This design comes from an exercise in tuning for small area, a short achievable clock period and few clock cycles on the open sky130 flow, not from production work.
Only simulation tests tie the RTL to the original design; equivalence was not proved.
Power figures rest on the tool's default switching activity, not on a simulated workload.

`design/flow/constraint.sdc`:
```
create_clock -name core_clock -period 5.0 [get_ports {clk_i}]
set_input_delay 1.0000 -clock core_clock [delete_from_list [all_inputs] [get_ports {clk_i}]]
set_output_delay 1.0000 -clock core_clock [all_outputs]
set_load 0.01 [all_outputs]
```
`design/flow/design.v`:
```
package l2_wb_types;
    localparam int unsigned ADDR_WIDTH      = 16;
    localparam int unsigned LINE_WIDTH      = 256;
    localparam int unsigned OFFSET_BITS     = 5;
    localparam int unsigned LINE_ADDR_WIDTH = ADDR_WIDTH - OFFSET_BITS;
    typedef logic [ADDR_WIDTH-1:0]      addr_t;
    typedef logic [LINE_WIDTH-1:0]      line_t;
    typedef logic [LINE_ADDR_WIDTH-1:0] lineaddr_t;
    typedef enum logic [1:0] {IDLE, ACK, FWD_READ, DRAIN} wb_state_t;
    function automatic logic [LINE_ADDR_WIDTH-1:0] line_of(input logic [ADDR_WIDTH-1:0] a);
        line_of = a[ADDR_WIDTH-1:OFFSET_BITS];
    endfunction
    function automatic logic [ADDR_WIDTH-1:0] line_base(input logic [LINE_ADDR_WIDTH-1:0] l);
        line_base = {l, {OFFSET_BITS{1'b0}}};
    endfunction
endpackage
module l2_wb_storage (
    input  logic                clk_i,
    input  logic                load_w_i,
    input  logic                load_r_i,
    input  l2_wb_types::line_t  wdata_i,
    input  l2_wb_types::line_t  rdata_i,
    output l2_wb_types::line_t  data_o
);
    l2_wb_types::line_t data_q;
    logic hold;
    assign hold = !(load_w_i || load_r_i);
    always_ff @(posedge clk_i) begin
        data_q <= ({l2_wb_types::LINE_WIDTH{load_w_i}} & wdata_i)
                | ({l2_wb_types::LINE_WIDTH{load_r_i}} & rdata_i)
                | ({l2_wb_types::LINE_WIDTH{hold}}     & data_q);
    end
    assign data_o = data_q;
endmodule
module l2_write_buffer (
    input  logic   clk_i,
    input  logic   rst_i,
    input  logic   l2_read,
    input  logic   l2_write,
    input  l2_wb_types::addr_t  l2_address,
    input  l2_wb_types::line_t  l2_wdata,
    output logic   l2_resp,
    output l2_wb_types::line_t  l2_rdata,
    output logic   pmem_read,
    output logic   pmem_write,
    output l2_wb_types::addr_t  pmem_address,
    output l2_wb_types::line_t  pmem_wdata,
    input  logic   pmem_resp,
    input  l2_wb_types::line_t  pmem_rdata,
    output logic   wb_empty
);
    logic                   resp_q;
    logic                   pmem_read_q;
    logic                   pmem_write_q;
    logic                   dirty_q;       
    logic                   valid_q;       
    logic                   resp_i_q;
    logic                   rd_i_q;        
    logic                   wr_i_q;        
    l2_wb_types::lineaddr_t line_q;        
    l2_wb_types::line_t     data;
    logic hit;
    logic free;      
    logic new_req;   
    logic load_w;
    logic start_rd;
    logic rd_hit;
    logic fill;      
    logic take;      
    logic keep;      
    logic resp_d;
    logic rd_d;
    logic wr_d;
    assign hit      = valid_q && (line_q == l2_wb_types::line_of(l2_address));
    assign free     = !(rd_i_q || wr_i_q) || pmem_resp;
    assign new_req  = !resp_i_q && !rd_i_q;
    assign load_w   = new_req && l2_write && free;
    assign rd_hit   = new_req && l2_read && hit;
    assign start_rd = new_req && l2_read && !hit && free;
    assign fill     = rd_i_q && pmem_resp;
    assign take     = new_req && (l2_read || l2_write) && free;
    assign keep     = resp_i_q || rd_i_q || !(l2_read || l2_write) || (wr_i_q && !pmem_resp);
    assign resp_d   = load_w || rd_hit || fill;
    assign rd_d     = start_rd || (rd_i_q && !pmem_resp);
    assign wr_d     = load_w || (wr_i_q && !pmem_resp);
    l2_wb_storage u_storage (
        .clk_i   (clk_i),
        .load_w_i(load_w),
        .load_r_i(rd_i_q),
        .wdata_i (l2_wdata),
        .rdata_i (pmem_rdata),
        .data_o  (data)
    );
    always_ff @(posedge clk_i or posedge rst_i) begin
        if (rst_i) begin
            resp_q       <= 1'b0;
            pmem_read_q  <= 1'b0;
            pmem_write_q <= 1'b0;
            dirty_q      <= 1'b0;
            valid_q      <= 1'b0;
        end else begin
            resp_q       <= resp_d;
            pmem_read_q  <= rd_d;
            pmem_write_q <= wr_d;
            if (load_w) begin
                dirty_q <= 1'b1;
            end else if (wr_i_q && pmem_resp) begin
                dirty_q <= 1'b0;
            end
            if (load_w || fill) begin
                valid_q <= 1'b1;
            end else if (start_rd) begin
                valid_q <= 1'b0;
            end
        end
    end
    always_ff @(posedge clk_i) begin
        resp_i_q <= !rst_i && resp_d;
        rd_i_q   <= !rst_i && rd_d;
        wr_i_q   <= !rst_i && wr_d;
        line_q <= ({l2_wb_types::LINE_ADDR_WIDTH{take}} & l2_wb_types::line_of(l2_address))
                | ({l2_wb_types::LINE_ADDR_WIDTH{keep}} & line_q);
    end
    assign l2_resp      = resp_q;
    assign l2_rdata     = data;
    assign pmem_read    = pmem_read_q;
    assign pmem_write   = pmem_write_q;
    assign pmem_address = l2_wb_types::line_base(line_q);
    assign pmem_wdata   = data;
    assign wb_empty     = !dirty_q;
endmodule
```
`design/flow/flow/run.sh`:
```
#!/bin/bash
# The standard layout (standard.sh, unchanged synthesis) with three changes:
#  - the port buffers are the smallest plain buffer (buf_1) instead of the
#    default delay buffer;
#  - the pins may also use met4 on the top and bottom edges, so that the 1065
#    pins fit on a smaller die;
#  - the four pins of each data bit (l2_wdata, pmem_rdata, l2_rdata,
#    pmem_wdata) are placed next to each other, next to that bit's register.
# The whole output of the ORFS run goes to standard_flow.log here, and each
# ORFS step keeps its own log under orfs/logs/.
set -euo pipefail
export BUFFER_PORTS_ARGS="-buffer_cell sky130_fd_sc_hd__buf_1"
export IO_PLACER_V="met2 met4"
pins=""
for i in $(seq 0 255); do
  pins="$pins -group_pins {l2_wdata[$i] pmem_rdata[$i] l2_rdata[$i] pmem_wdata[$i]}"
done
export PLACE_PINS_ARGS="$pins"
bash standard.sh > standard_flow.log 2>&1
```
`design/flow/standard.sh`:
```
#!/bin/bash
# synth_recipe.tcl (not shown) runs the flow's synth.tcl, then flattens the netlist and writes it again
# the make line also repeats each setting of config.mk as NAME=value (left out here)
make -C /OpenROAD-flow-scripts/flow DESIGN_CONFIG=/design/flow/config.mk WORK_HOME=/design/flow/orfs CLKGATE_MAP_FILE= SYNTH_SCRIPT=/design/flow/synth_recipe.tcl "${@:-finish}"
```
`design/flow/config.mk`:
```
export PLATFORM = sky130hd
export DESIGN_NAME = l2_write_buffer
export DESIGN_NICKNAME = l2_write_buffer
export VERILOG_FILES = /design/flow/design.v
export SDC_FILE = /design/flow/constraint.sdc
export NUM_CORES = 4
export LEC_CHECK = 0
export CAP_MARGIN = 20
export CORE_AREA = 10 10 250 250
export CTS_CLUSTER_DIAMETER = 100
export CTS_CLUSTER_SIZE = 20
export DIE_AREA = 0 0 260 260
export SETUP_SLACK_MARGIN = 2.8
export SLEW_MARGIN = 20
```
==> results.txt <==
[timing repair]
item,in CTS,in global routing
gates cloned,2,0
pin swaps,0,0
resized for setup,6,3
buffers inserted,2,0
endpoints found under the setup margin,258,73
hold endpoints to repair,0,0
[power breakdown]
| part | switching (mW) | internal, mW | leakage (nW) |
|---|---|---|---|
| sequential | 0.462 | 2.75 | 2.33 |
| clock | 0.718 | 0.618 | 0.217 |
| combinational | 1.46 | 1.03 | 4.55 |
[kinds of logic after synthesis]
family,count (synthesis)
compound gates,521
xor+xnor,11
buf+inv,350
flops,275
mux,11
other cells,1
simple gates,17
[through the flow]
step	std cells	cell area, um^2	hold slack (ns)
after floorplan	1190	12700	0.480
final	2698	15700	0.455
after global placement	2666	15200	0.459
after global routing	2696	15700	0.453
after CTS	2691	15700	0.414
after detailed placement	2666	15200	0.460
[cells in the final DEF, fill, tap and decap left out, types with 5 or more instances in the layout]
cell       Yosys  routed
dfrtp_1        5       5
clkbuf_16      0      17
conb_1         1       5
dfxtp_1      270     269
buf_1          0    1052
diode_2        0       7
a22o_1       257     257
xnor2_1        7       7
mux2_1        10      10
buf_4        263      12
a21o_1       256     256
[final timing paths]
check | endpoint | startpoint | slack [ns]
worst min register to register | u_storage.data_q[137] | u_storage.data_q[137] | 0.47
worst max register to register | u_storage.data_q[251] | rd_i_q | 3.04
max in group asynchronous | pmem_read_q | rst_i | 4.35
worst min-delay path | dirty_q | rst_i | 0.46
worst max-delay path | wb_empty | dirty_q | 2.89
min in group core_clock | u_storage.data_q[137] | u_storage.data_q[137] | 0.47
[routing by layer]
metal	share of wire [%]	track usage, %	routed length (um)
met5	0.027	0	13
met4	8.0	8.04	3800
met3	8.6	3.51	4080
met2	51	23.0	24300
met1	32	11.0	15100
[registers in the layout (all words and copies together) (netlist names)]
register and flops:
pmem_write_q 1, u_storage.data_q 256, rd_i_q 1, resp_q 1, valid_q 1, pmem_read_q 1
wr_i_q 1, resp_i_q 1, line_q 11, dirty_q 1
[synthesized netlist by cell type, drive strengths merged]
master / instances
buf: 319
dfxtp: 270
a22o: 257
a21o: 256
clkbuf: 29
mux2: 11
xnor2: 7
dfrtp: 5
xor2: 4
nand2: 3
nor2: 3
and2: 2
inv: 2
nand2b: 2
nand3: 2
nand4: 2
a21oi: 1
a221o: 1
a311oi: 1
a31o: 1
a31oi: 1
a41o: 1
and3: 1
and4: 1
conb: 1
nor4: 1
o211a: 1
o21ai: 1
[layout make-up]
class	count	area (um^2)	share of cell area, %
repair buffers	1070	4170	26.5
well taps	756	946	6.01
multi-input cells	567	4620	29.3
diodes	7	17.5	0.111
clock inverters	1	5.00	0.0318
inverters	2	7.51	0.0477
flip-flops and latches	275	5530	35.2
clock buffers	20	437	2.78
==> out/summary.txt <==
antenna violations before repair = 9
synthesized area per cell = 10.7 um^2
I/O pin cnt = 1,065
clock period minus worst slack = 2.11 ns
max-capacitance violation count = 0
post-synthesis simple-gate area fraction = 0.949%
critical path data required time = 4.00 ns
status = complete, no violations
main combinational cell family by area after synthesis = compound AO/OA/AOI/OAI gates
critical path startpoint category = register
Synth Instances = 1,186
Clock Skew = 0.0195 ns
TritonRoute pass-1 iters = 4
DRC = 0
DRT antenna net count = 0
gpl congestion = 0.821
total clock sinks = 275
Setup-failing EPs final = 0
Crit. End Element = output pin
CP cell instances = inv_1 > buf_4
Fin Setup TNS = 0 ns
CP Max Fanout = 2
Final Slew Violations = 0
Worst Path Class, Setup = register to output pin
CP Buf/Inv Count = 2
Starting Density = 22.3%
mux cell area share after synthesis = 0.979%
CP Depth = 2
count of cell types in the netlist = 33
Final Hold Viols = 0
total of warnings raised by yosys = 2
final core occ = 27.7%
Crit path largest cell delay = 0.37 ns
overall routing resource usage = 12.1%
adder-cell share of the synthesized area = 0%
Rows = 87
clock slew at reported path FFs = 0.08 ns
Synth top area share = 42.7%
vias per inst = 4.35
r2r worst-path depth = 4
worst vdd ir = 262 uV
CTS tree = done
Via Count = 11,700
vias in the first global route = 12,400
Tcrit/Tclk final = 42.3%
Synth Area in Compound Gates = 33.5%
Longest Clk Path Bufs = 3
normalized max-slew margin = 47.0%
WL/cell = 17.5 um
die height = 260 um
actual slew at the worst max-slew pin = 0.795 ns
fin nets = 2,466
leak pwr = 7.10 nW
hold crit path type = input port to async pin
post-synthesis sequential area ratio = 43.7%
fraction of layout cells with a size suffix above 1 = 2.38%
Cell Area, Synth = 12,700 um^2
fin worst setup slack = 2.89 ns
Placeable Area = 56,700 um^2
FMAX = 473 MHz
number of synthesized register bits = 275
Routed WL = 47,300 um
cell family with most CP delay = flip-flops
top cells by area, synth = dfxtp_1 43%, a22o_1 18%, buf_4 16%, a21o_1 15%, buf_6 2.4%
Num CTS Buffers = 17
H-tree lvl count = 1
Arr. time, crit path = 1.11 ns
Synth Area in XOR/XNOR = 0.762%
Cell Pwr Density = 447 nW/um^2
Die W = 260 um
largest net degree at the start of global routing = 164
first-pass GRT wire length = 66,300 um
DIE AREA = 67,600 um^2
Crit-path slowest cell = dfrtp_1
pre-CTS setup slack = 1.96 ns
fill count = 6,195
First DRT Iteration DRCs = 572
Area Overhead vs Synth = 24.3%
clock insertion delay at the later pin of the skew report = 0.51 ns
CTS root buffer = clkbuf_16
unrepaired setup endpoints after global routing = false
global route overflow = 0
DP Wirelength = 37,300 um
I/O Buffers = 1,054
Total Power = 7.04 mW
Yosys top cell by area = dfxtp_1
hold buffers post-CTS = 0
Testbench counts, summed over its fixed seeds: cycles 25,351.

## static timing again, ports no longer ideal
No port has a modelled driver above. Below, the same layout with a new extraction and two added sets of constraints. Step 1: set_driving_cell puts a clkbuf_16 on clk_i and a buf_2 on each other input, an assumption about the parent block. Step 2 times the ports against the registers' clock, not the clock port: input delays grow and output delays shrink by t, the midpoint of the rising clock arrivals with the driver on. Slacks: no drivers / after step 1 / after step 2; pairs: no drivers / after step 1.
t (ns): 0.555
slack for setup (ns): 2.885 / 2.836 / 2.308
hold WS [ns]: 0.455 / 0.471 / 0.474
cell pins on the clock port's net: 1
After both steps setup and hold are still met in this run. For this run, drivers alone change the setup slack by -0.049 ns; drivers and shift together by -0.577 ns.
